Context: an optimization exercise on an open-source flow, tuned for small area, a short achievable clock period and few clock cycles. The choices shown serve that exercise and are no tape-out recipe. Function was checked by simulation only, so behaviour that the tests miss may differ from the original. No activity file was given, so power comes from the tool's default toggle rates.

## design/flow/design.v

```verilog
`default_nettype none
package i2p_pkg;
    localparam int P_MAX_TOKENS = 64;
    localparam int Q_DEPTH      = 4;
    localparam int QAW          = $clog2(Q_DEPTH);
    localparam int QCW          = $clog2(Q_DEPTH + 1);
    localparam logic [2:0] KIND_NUM   = 3'd0;
    localparam logic [2:0] KIND_FUNC  = 3'd1;
    localparam logic [2:0] KIND_OP    = 3'd2;
    localparam logic [2:0] KIND_LPAR  = 3'd3;
    localparam logic [2:0] KIND_RPAR  = 3'd4;
    localparam logic [2:0] CLS_NUM  = 3'd0;
    localparam logic [2:0] CLS_FUNC = 3'd1;
    localparam logic [2:0] CLS_OP   = 3'd2;
    localparam logic [2:0] CLS_LPAR = 3'd3;
    localparam logic [2:0] CLS_RPAR = 3'd4;
    localparam logic [2:0] CLS_DROP = 3'd5;
    localparam logic [1:0] OKIND_NUM  = 2'd0;
    localparam logic [1:0] OKIND_FUNC = 2'd1;
    localparam logic [1:0] OKIND_OP   = 2'd2;
    localparam logic [1:0] ST_OK    = 2'd0;
    localparam logic [1:0] ST_PAREN = 2'd1;
    localparam logic [1:0] ST_OVF   = 2'd2;
    typedef struct packed {
        logic [2:0]  cls;
        logic [1:0]  op;
        logic [15:0] payload;
    } t_ent;
    typedef struct packed {
        t_ent ent;
        logic last;
    } t_qent;
    typedef struct packed {
        logic full;
        logic empty;
    } t_qstat;
    function automatic logic [2:0] f_classify(input logic [2:0] kind);
        logic [2:0] cls;
        case (kind)
            KIND_NUM:  cls = CLS_NUM;
            KIND_FUNC: cls = CLS_FUNC;
            KIND_OP:   cls = CLS_OP;
            KIND_LPAR: cls = CLS_LPAR;
            KIND_RPAR: cls = CLS_RPAR;
            default:   cls = CLS_DROP;
        endcase
        f_classify = cls;
    endfunction
    function automatic logic [1:0] f_out_kind(input logic [2:0] cls);
        logic [1:0] k;
        case (cls)
            CLS_FUNC: k = OKIND_FUNC;
            CLS_OP:   k = OKIND_OP;
            default:  k = OKIND_NUM;
        endcase
        f_out_kind = k;
    endfunction
endpackage
`default_nettype wire
`default_nettype none
module i2p_front
(
    input  wire logic        i_clk,
    input  wire logic        i_rst_n,
    input  wire logic        i_in_valid,
    output      logic        o_in_stall,
    input  wire logic [2:0]  i_token_kind,
    input  wire logic [1:0]  i_op_code,
    input  wire logic [15:0] i_payload,
    input  wire logic        i_last,
    input  wire i2p_pkg::t_qstat      i_qstat,
    output      logic        o_push,
    output      i2p_pkg::t_qent       o_push_data
);
    logic  r_valid;
    i2p_pkg::t_qent r_data;
    logic  n_valid;
    logic  take;
    assign o_in_stall  = r_valid && i_qstat.full;
    assign o_push      = r_valid && !i_qstat.full;
    assign o_push_data = r_data;
    assign take        = i_in_valid && !o_in_stall;
    always_comb begin
        n_valid = r_valid;
        if (take) begin
            n_valid = 1'b1;
        end else if (o_push) begin
            n_valid = 1'b0;
        end
    end
    always_ff @(posedge i_clk) begin
        if (!i_rst_n) begin
            r_valid <= 1'b0;
        end else begin
            r_valid <= n_valid;
        end
    end
    always_ff @(posedge i_clk) begin
        if (take) begin
            r_data.ent.cls     <= i2p_pkg::f_classify(i_token_kind);
            r_data.ent.op      <= i_op_code;
            r_data.ent.payload <= i_payload;
            r_data.last        <= i_last;
        end
    end
endmodule
`default_nettype wire
`default_nettype none
module i2p_queue
(
    input  wire logic   i_clk,
    input  wire logic   i_rst_n,
    input  wire logic   i_push,
    input  wire i2p_pkg::t_qent  i_push_data,
    input  wire logic   i_pop,
    output      i2p_pkg::t_qent  o_head,
    output      i2p_pkg::t_qstat o_qstat
);
    logic [21:0] r_mem [0:i2p_pkg::Q_DEPTH-1];
    logic [i2p_pkg::QAW-1:0]   r_wr;
    logic [i2p_pkg::QAW-1:0]   r_rd;
    logic [i2p_pkg::QCW-1:0]   r_cnt;
    assign o_head        = r_mem[r_rd];
    assign o_qstat.full  = (r_cnt == i2p_pkg::QCW'(i2p_pkg::Q_DEPTH));
    assign o_qstat.empty = (r_cnt == '0);
    always_ff @(posedge i_clk) begin
        if (!i_rst_n) begin
            r_wr  <= '0;
            r_rd  <= '0;
            r_cnt <= '0;
        end else begin
            if (i_push) begin
                r_wr <= (r_wr == i2p_pkg::QAW'(i2p_pkg::Q_DEPTH - 1)) ? '0 : r_wr + 1'b1;
            end
            if (i_pop) begin
                r_rd <= (r_rd == i2p_pkg::QAW'(i2p_pkg::Q_DEPTH - 1)) ? '0 : r_rd + 1'b1;
            end
            if (i_push && !i_pop) begin
                r_cnt <= r_cnt + 1'b1;
            end else if (i_pop && !i_push) begin
                r_cnt <= r_cnt - 1'b1;
            end
        end
    end
    always_ff @(posedge i_clk) begin
        if (i_push) begin
            r_mem[r_wr] <= i_push_data;
        end
    end
endmodule
`default_nettype wire
`default_nettype none
module i2p_back
#(
    parameter int MAX_TOKENS = i2p_pkg::P_MAX_TOKENS
) (
    input  wire logic        i_clk,
    input  wire logic        i_rst_n,
    input  wire i2p_pkg::t_qent       i_head,
    input  wire i2p_pkg::t_qstat      i_qstat,
    output      logic        o_pop,
    output      logic        o_out_valid,
    input  wire logic        i_out_stall,
    output      logic [1:0]  o_out_kind,
    output      logic [1:0]  o_out_op,
    output      logic [15:0] o_out_payload,
    output      logic [1:0]  o_status,
    output      logic        o_end_of_run
);
    localparam int AW = $clog2(MAX_TOKENS);
    localparam int CW = $clog2(MAX_TOKENS + 1);
    localparam logic [2:0] S_LOAD  = 3'd0;
    localparam logic [2:0] S_RD    = 3'd1;
    localparam logic [2:0] S_TOK   = 3'd2;
    localparam logic [2:0] S_POP   = 3'd3;
    localparam logic [2:0] S_FLUSH = 3'd4;
    localparam logic [2:0] S_EMIT  = 3'd5;
    localparam logic [2:0] S_OUT   = 3'd6;
    localparam logic [2:0] S_ERR   = 3'd7;
    logic [20:0] r_tok_mem [0:MAX_TOKENS-1];
    logic [20:0] r_stk_mem [0:MAX_TOKENS-1];
    logic [20:0] r_pre_mem [0:MAX_TOKENS-1];
    logic [2:0]    r_state, n_state;
    logic [2:0]    r_ret, n_ret;
    logic [CW-1:0] r_count, n_count;
    logic          r_ovf, n_ovf;
    logic [CW-1:0] r_idx, n_idx;
    logic [CW-1:0] r_sp, n_sp;
    logic [CW-1:0] r_n, n_n;
    logic [1:0]    r_err, n_err;
    i2p_pkg::t_ent          r_tos, n_tos;
    i2p_pkg::t_ent          r_cur;
    i2p_pkg::t_ent          r_stk_rd;
    i2p_pkg::t_ent          r_pre_rd;
    logic          tok_we, tok_re, stk_we, stk_re, pre_we, pre_re;
    i2p_pkg::t_ent          stk_wd, pre_wd;
    logic          out_free, out_ld;
    logic [1:0]    out_kind, out_op, out_status;
    logic [15:0]   out_payload;
    logic          out_end;
    logic          full_now;
    logic          tos_wins;
    assign out_free = !o_out_valid || !i_out_stall;
    assign full_now = (r_count == CW'(MAX_TOKENS));
    assign tos_wins = (r_sp != '0) && (r_tos.cls == i2p_pkg::CLS_OP) && r_tos.op[1] && !r_cur.op[1];
    always_comb begin
        n_state = r_state;
        n_ret   = r_ret;
        n_count = r_count;
        n_ovf   = r_ovf;
        n_idx   = r_idx;
        n_sp    = r_sp;
        n_n     = r_n;
        n_err   = r_err;
        n_tos   = r_tos;
        o_pop   = 1'b0;
        tok_we  = 1'b0;
        tok_re  = 1'b0;
        stk_we  = 1'b0;
        stk_re  = 1'b0;
        pre_we  = 1'b0;
        pre_re  = 1'b0;
        stk_wd  = r_cur;
        pre_wd  = r_cur;
        out_ld      = 1'b0;
        out_kind    = i2p_pkg::OKIND_NUM;
        out_op      = 2'd0;
        out_payload = 16'd0;
        out_status  = i2p_pkg::ST_OK;
        out_end     = 1'b0;
        case (r_state)
            S_LOAD: begin
                if (!i_qstat.empty) begin
                    o_pop = 1'b1;
                    if (full_now) begin
                        n_ovf = 1'b1;
                    end else begin
                        tok_we  = 1'b1;
                        n_count = r_count + 1'b1;
                    end
                    if (i_head.last) begin
                        n_count = '0;
                        n_ovf   = 1'b0;
                        n_sp    = '0;
                        n_n     = '0;
                        n_idx   = full_now ? r_count : r_count + 1'b1;
                        if (r_ovf || full_now) begin
                            n_err   = i2p_pkg::ST_OVF;
                            n_state = S_ERR;
                        end else begin
                            n_state = S_RD;
                        end
                    end
                end
            end
            S_RD: begin
                if (r_idx == '0) begin
                    n_state = S_FLUSH;
                end else begin
                    tok_re  = 1'b1;
                    n_idx   = r_idx - 1'b1;
                    n_state = S_TOK;
                end
            end
            S_TOK: begin
                case (r_cur.cls)
                    i2p_pkg::CLS_NUM, i2p_pkg::CLS_FUNC: begin
                        pre_we  = 1'b1;
                        n_n     = r_n + 1'b1;
                        n_state = S_RD;
                    end
                    i2p_pkg::CLS_RPAR: begin
                        stk_we  = 1'b1;
                        n_tos   = r_cur;
                        n_sp    = r_sp + 1'b1;
                        n_state = S_RD;
                    end
                    i2p_pkg::CLS_LPAR: begin
                        if (r_sp == '0) begin
                            n_err   = i2p_pkg::ST_PAREN;
                            n_state = S_ERR;
                        end else if (r_tos.cls == i2p_pkg::CLS_RPAR) begin
                            stk_re  = 1'b1;
                            n_sp    = r_sp - 1'b1;
                            n_ret   = S_RD;
                            n_state = S_POP;
                        end else begin
                            pre_we  = 1'b1;
                            pre_wd  = r_tos;
                            n_n     = r_n + 1'b1;
                            stk_re  = 1'b1;
                            n_sp    = r_sp - 1'b1;
                            n_ret   = S_TOK;
                            n_state = S_POP;
                        end
                    end
                    i2p_pkg::CLS_OP: begin
                        if (tos_wins) begin
                            pre_we  = 1'b1;
                            pre_wd  = r_tos;
                            n_n     = r_n + 1'b1;
                            stk_re  = 1'b1;
                            n_sp    = r_sp - 1'b1;
                            n_ret   = S_TOK;
                            n_state = S_POP;
                        end else begin
                            stk_we  = 1'b1;
                            n_tos   = r_cur;
                            n_sp    = r_sp + 1'b1;
                            n_state = S_RD;
                        end
                    end
                    default: begin
                        n_state = S_RD;
                    end
                endcase
            end
            S_POP: begin
                n_tos   = r_stk_rd;
                n_state = r_ret;
            end
            S_FLUSH: begin
                if (r_sp == '0) begin
                    n_state = (r_n == '0) ? S_LOAD : S_EMIT;
                end else if (r_tos.cls == i2p_pkg::CLS_RPAR) begin
                    n_err   = i2p_pkg::ST_PAREN;
                    n_state = S_ERR;
                end else begin
                    pre_we  = 1'b1;
                    pre_wd  = r_tos;
                    n_n     = r_n + 1'b1;
                    stk_re  = 1'b1;
                    n_sp    = r_sp - 1'b1;
                    n_ret   = S_FLUSH;
                    n_state = S_POP;
                end
            end
            S_EMIT: begin
                pre_re  = 1'b1;
                n_n     = r_n - 1'b1;
                n_state = S_OUT;
            end
            S_OUT: begin
                if (out_free) begin
                    out_ld      = 1'b1;
                    out_kind    = i2p_pkg::f_out_kind(r_pre_rd.cls);
                    out_op      = (r_pre_rd.cls == i2p_pkg::CLS_OP) ? r_pre_rd.op : 2'd0;
                    out_payload = r_pre_rd.payload;
                    out_end     = (r_n == '0);
                    n_state     = (r_n == '0) ? S_LOAD : S_EMIT;
                end
            end
            S_ERR: begin
                if (out_free) begin
                    out_ld     = 1'b1;
                    out_status = r_err;
                    out_end    = 1'b1;
                    n_state    = S_LOAD;
                end
            end
            default: begin
                n_state = S_LOAD;
            end
        endcase
    end
    always_ff @(posedge i_clk) begin
        if (!i_rst_n) begin
            r_state     <= S_LOAD;
            r_ret       <= S_RD;
            r_count     <= '0;
            r_ovf       <= 1'b0;
            r_idx       <= '0;
            r_sp        <= '0;
            r_n         <= '0;
            r_err       <= i2p_pkg::ST_OK;
            o_out_valid <= 1'b0;
        end else begin
            r_state <= n_state;
            r_ret   <= n_ret;
            r_count <= n_count;
            r_ovf   <= n_ovf;
            r_idx   <= n_idx;
            r_sp    <= n_sp;
            r_n     <= n_n;
            r_err   <= n_err;
            if (out_ld) begin
                o_out_valid <= 1'b1;
            end else if (!i_out_stall) begin
                o_out_valid <= 1'b0;
            end
        end
    end
    always_ff @(posedge i_clk) begin
        r_tos <= n_tos;
        if (out_ld) begin
            o_out_kind    <= out_kind;
            o_out_op      <= out_op;
            o_out_payload <= out_payload;
            o_status      <= out_status;
            o_end_of_run  <= out_end;
        end
    end
    always_ff @(posedge i_clk) begin
        if (tok_we) begin
            r_tok_mem[r_count[AW-1:0]] <= i_head.ent;
        end
        if (tok_re) begin
            r_cur <= r_tok_mem[n_idx[AW-1:0]];
        end
    end
    always_ff @(posedge i_clk) begin
        if (stk_we) begin
            r_stk_mem[r_sp[AW-1:0]] <= stk_wd;
        end
        if (stk_re) begin
            r_stk_rd <= r_stk_mem[AW'(r_sp - CW'(2))];
        end
    end
    always_ff @(posedge i_clk) begin
        if (pre_we) begin
            r_pre_mem[r_n[AW-1:0]] <= pre_wd;
        end
        if (pre_re) begin
            r_pre_rd <= r_pre_mem[n_n[AW-1:0]];
        end
    end
endmodule
`default_nettype wire
`default_nettype none
module infix_to_prefix_converter
#(
    parameter int MAX_TOKENS = i2p_pkg::P_MAX_TOKENS
) (
    input  wire logic        i_clk,
    input  wire logic        i_rst_n,
    input  wire logic        i_in_valid,
    output      logic        o_in_stall,
    input  wire logic [2:0]  i_token_kind,
    input  wire logic [1:0]  i_op_code,
    input  wire logic [15:0] i_payload,
    input  wire logic        i_last,
    output      logic        o_out_valid,
    input  wire logic        i_out_stall,
    output      logic [1:0]  o_out_kind,
    output      logic [1:0]  o_out_op,
    output      logic [15:0] o_out_payload,
    output      logic [1:0]  o_status,
    output      logic        o_end_of_run
);
    logic   push;
    i2p_pkg::t_qent  push_data;
    logic   pop;
    i2p_pkg::t_qent  head;
    i2p_pkg::t_qstat qstat;
    i2p_front u_front (
        .i_clk        (i_clk),
        .i_rst_n      (i_rst_n),
        .i_in_valid   (i_in_valid),
        .o_in_stall   (o_in_stall),
        .i_token_kind (i_token_kind),
        .i_op_code    (i_op_code),
        .i_payload    (i_payload),
        .i_last       (i_last),
        .i_qstat      (qstat),
        .o_push       (push),
        .o_push_data  (push_data)
    );
    i2p_queue u_queue (
        .i_clk       (i_clk),
        .i_rst_n     (i_rst_n),
        .i_push      (push),
        .i_push_data (push_data),
        .i_pop       (pop),
        .o_head      (head),
        .o_qstat     (qstat)
    );
    i2p_back #(
        .MAX_TOKENS (MAX_TOKENS)
    ) u_back (
        .i_clk         (i_clk),
        .i_rst_n       (i_rst_n),
        .i_head        (head),
        .i_qstat       (qstat),
        .o_pop         (pop),
        .o_out_valid   (o_out_valid),
        .i_out_stall   (i_out_stall),
        .o_out_kind    (o_out_kind),
        .o_out_op      (o_out_op),
        .o_out_payload (o_out_payload),
        .o_status      (o_status),
        .o_end_of_run  (o_end_of_run)
    );
endmodule
`default_nettype wire
```

## design/flow/run.sh

```bash
#!/bin/bash
# synth_recipe.tcl (not shown) runs the flow's synth.tcl, then flattens the netlist and writes it again
# the make line also repeats each setting of config.mk as NAME=value (left out here)
make -C /OpenROAD-flow-scripts/flow DESIGN_CONFIG=/design/flow/config.mk WORK_HOME=/design/flow/orfs CLKGATE_MAP_FILE= SYNTH_SCRIPT=/design/flow/synth_recipe.tcl finish
```

## design/flow/config.mk

```make
export PLATFORM = sky130hd
export DESIGN_NAME = infix_to_prefix_converter
export DESIGN_NICKNAME = infix_to_prefix_converter
export VERILOG_FILES = /design/flow/design.v
export SDC_FILE = /design/flow/constraint.sdc
export NUM_CORES = 4
export LEC_CHECK = 0
export CAP_MARGIN = 20
export CORE_MARGIN = 2
export CORE_UTILIZATION = 40
export SLEW_MARGIN = 20
```

## design/flow/constraint.sdc

```tcl
create_clock -name core_clock -period 10.0 [get_ports {i_clk}]
set_input_delay 2.0000 -clock core_clock [delete_from_list [all_inputs] [get_ports {i_clk}]]
set_output_delay 2.0000 -clock core_clock [all_outputs]
set_load 0.01 [all_outputs]
```

==> impl_metrics.py <==
metrics = {
    "synth": {
        "synthArstFlopShare_pct": 0,
        "syn_nets": 10730,
        "synth-edff-count": 4249,
        "synth_top_area_cell": "edfxtp_1",
        "synth_common_cells": "edfxtp_1 (4249), nand2_1 (2384), nand3_1 (957)",
        "ys_warn_count": 3,
        "synth_area_leaders": "edfxtp_1 (76%), mux4_2 (5.9%), nand2_1 (5.3%), nand3_1 (2.8%), mux2i_1 (1.1%)",
        "syn_area_per_cell_sq_um": 15.77,
        "syn_area_sq_um": 168600,
        "synth_cell_type_count": 81,
        "yosysTopAreaCellShare_pct": 75.69,
        "synthCells": 10690,
        "synth.most_common_cell": "edfxtp_1",
        "ys.flop_type": "edfxtp_1",
        "synth-seq-cells": 4297,
        "seq_area_frac_synth_pct": 76.26,
    },
    "detailed_routing": {
        "antenna_left": 0,
        "drt-pass1-iter-count": 8,
        "via_per_inst": 5.789,
        "wl_microns": 461200,
        "drtIter0Drc": 13070,
        "vias": 96580,
        "drc_errors": 0,
        "wire_per_inst_microns": 27.64,
    },
    "clock_network": {
        "clock_latency_ps": 1050,
        "cts_buffers": 427,
        "hold_buffers": 0,
        "post_cts.repair.setup_buffers": 0,
        "cts_tree": "yes",
        "cts.htree.levels": 5,
        "cts.clk_slew.worst_paths_ps": 60,
        "clockBufferDepth": 4,
        "ctsResizeCount": 0,
        "cts_root_buf": "clkbuf_16",
        "clock-sinks": 4297,
    },
    "timing": {
        "worst_pin_slew_ps": 1187,
        "grt_setup_unrepaired": "false",
        "slew_violations": 0,
        "max-slew-margin-rel_pct": 20.48,
        "finClkSkew_ps": 133.8,
        "fmax_mhz": 145.0,
        "finalSetupViolCount": 0,
        "hold_viol": 0,
        "fin_crit_sh_pct": 68.95,
        "setup_tns_ps": 0,
        "finalCriticalPeriod_ps": 6895,
    },
    "setup_path": {
        "crit_path_end_kind": "flop",
        "required_ps": 10790,
        "max_stage_delay_ps": 1060,
        "startpoint_type": "flop",
        "crit_slowest_cell": "dfxtp_1",
        "crit_fanout": 97,
        "worstSetupPathType": "reg2reg",
        "crit_chain": "mux4_2 -> nand3_1 -> o211ai_1 -> buf_12 -> and2_4 -> buf_12 -> buf_4 -> nand2_1 -> a311oi_1 -> a311oi_1 -> a31oi_1 -> a22oi_1 -> nand2_1",
        "worst_ep_arrival_time_ps": 7690,
    },
    "final_layout": {
        "seq_area_sq_um": 128600,
        "area_growth_pct": 13.16,
        "drive_gt1_share_pct": 14.95,
        "fill_cells": 35720,
        "final_net_count": 10850,
        "multi_input_area_sq_um": 38430,
        "fin_cells": 16680,
    },
    "die": {
        "io_pins": 51,
        "die_h_microns": 653.2,
        "start_util_pct": 40.15,
        "num_rows": 238,
        "core_sq_um": 419900,
        "dieArea_sq_um": 426600,
        "dieWidth_microns": 653.2,
    },
    "flow_run": {
        "maxCapViolations": 0,
    },
    "global_route": {
        "grt_pass1_wl_microns": 663600,
        "grt_max_degree": 198,
        "grt_usage_pct": 21.11,
        "grt_pass1_vias": 93840,
        "grt_overflow": 0,
        "grt_antenna_before_repair": 26,
    },
    "power_and_ir_drop": {
        "power.density_nw_per_um2": 317.3,
        "p_leak_nw": 60.83,
        "p_total_mw": 60.52,
        "peakVddDrop_mv": 0.4902,
    },
    "placed_design": {
        "gp_congestion": 0.8608,
        "dpl.hpwl_microns": 249700,
        "numPortBuffers": 50,
        "dp_cells": 15890,
    },
    "hold_path": {
        "hp-class": "reg2reg",
    },
    "status": {
        "outcome": "finished clean",
    },
}
routing by layer:
| metal | up-vias | global-route usage (%) | part of all wire, % |
|---|---|---|---|
| met4 | 8 | 7.188 | 3.7 |
| met3 | 798 | 3.656 | 8.9 |
| met1 | 49480 | 29.48 | 41 |
| met5 | - | 0 | 0.012 |
| met2 | 4829 | 33.53 | 47 |
| li1 | 41460 | - | - |
through the flow:
step	hold WS [ps]	setup slack (ps)	cell area [sq um]	utilization, %
6_report	494.6	3105	190800	45.43
5_1_grt	509.8	2793	190700	45.43
4_1_cts	494.3	3149	190600	45.40
3_5_place_dp	480.7	3248	177000	42.17
3_3_place_gp	475.8	3350	177000	42.16
2_1_floorplan	458.7	3503	168600	-
critical path: cells and delay by family (launching register included):
family	cells	cell delay (ps)
AOI/OAI and AO/OA	5	1950
DFF	1	1060
muxes	1	660
buffers and inverters	3	1490
and+or+nand+nor	4	1170
area by class of cell:
class / count / area share [%]
diodes: 8 / 0.01049
clock buffers: 534 / 5.845
clock inverters: 252 / 1.283
inverters: 23 / 0.04526
multi-input cells: 5680 / 20.15
flip-flops and latches: 4297 / 67.40
well taps: 5520 / 3.621
repair buffers: 370 / 1.652
sequential cells by signal, indices dropped and copies added, names as in the netlist, 16 cells and up, named ones only:
name	cells
u_back.r_pre_rd	21
u_back.r_pre_mem	1344
u_front.r_data	22
u_back.o_out_payload	16
u_back.r_tos	21
u_queue.r_mem	88
u_back.r_cur	21
u_back.r_stk_rd	21
u_back.r_stk_mem	1344
u_back.r_tok_mem	1344
power by group:
| part | switching [mW] | internal (mW) |
|---|---|---|
| registers | 0.302 | 22.9 |
| clock network | 6.87 | 8.79 |
| logic | 16.0 | 5.66 |
cells by family after synthesis:
logic type / after synthesis / synth area share (%)
multiplexers: 633 / 7.051
flip-flops: 4297 / 76.26
AND/OR/NAND/NOR: 4052 / 10.42
adder cells (fa/ha/maj): 22 / 0.1752
buffers and inverters: 710 / 1.729
AO/OA/AOI/OAI: 958 / 4.279
XOR/XNOR: 15 / 0.07794
layout by cell type, fill, tap and decap left out, drive strengths merged, types with 18 or more instances in the layout:
cell type	netlist	routed
edfxtp	4249	4249
nand2	2384	2384
nand3	957	957
clkbuf	395	534
mux4	443	443
buf	292	321
nor2	272	272
a31oi	207	207
clkinv	1	189
mux2i	184	184
nand4	169	169
a311oi	128	128
a21oi	110	110
a211oi	108	108
and3	98	98
o21ai	76	76
nor2b	51	51
clkdlybuf4s50	0	49
dfxtp	48	48
a32oi	47	47
a22oi	44	44
a32o	43	43
and2	42	42
a2111oi	40	40
inv	22	37
bufinv	0	33
a21o	27	27
a21boi	24	24
o2111ai	23	23
a41oi	22	22
nor3	22	22
ha	18	18
final timing paths:
check	endpoint	depth (start not counted)	slack (ps)	from
max reg2reg	u_back.r_cur[3]$_DFFE_PP_	13	3100	flop
max	u_back.r_cur[3]$_DFFE_PP_	13	3100	flop
min reg2reg	u_queue.r_mem[2][16]$_DFFE_PP_	0	490	u_front.r_data[16]$_DFFE_PP_
min	u_queue.r_mem[2][16]$_DFFE_PP_	0	490	u_front.r_data[16]$_DFFE_PP_
Testbench counts, summed over its fixed seeds: cycles 89,619.

==> afterwards: timing with drivers on the ports <==
In the flow no input, the clock included, has a driving cell. The finished layout below was timed again as built, in two steps. Step 1, drivers: a clkbuf_16 drives i_clk and a buf_2 each remaining input, both assumed. Step 2, shift: input delay + t, output delay - t, t = (earliest + latest rising clock arrival at the registers) / 2. This alone moves slack from input paths to output paths. a / b / c = ideal ports / drivers / drivers and shift; a / b = the first two.
shift t [ns]: 1.078
setup slack, ns: 3.105 / 3.105 / 3.105
worst hold slack (ns): 0.495 / 0.495 / 0.495
worst setup path at the end: register to register
worst data-port slew with drivers (ns): 0.18
After both steps setup and hold are still met in this run. The setup slack of this run moves by 0.000 ns with the drivers and by 0.000 ns with both steps.
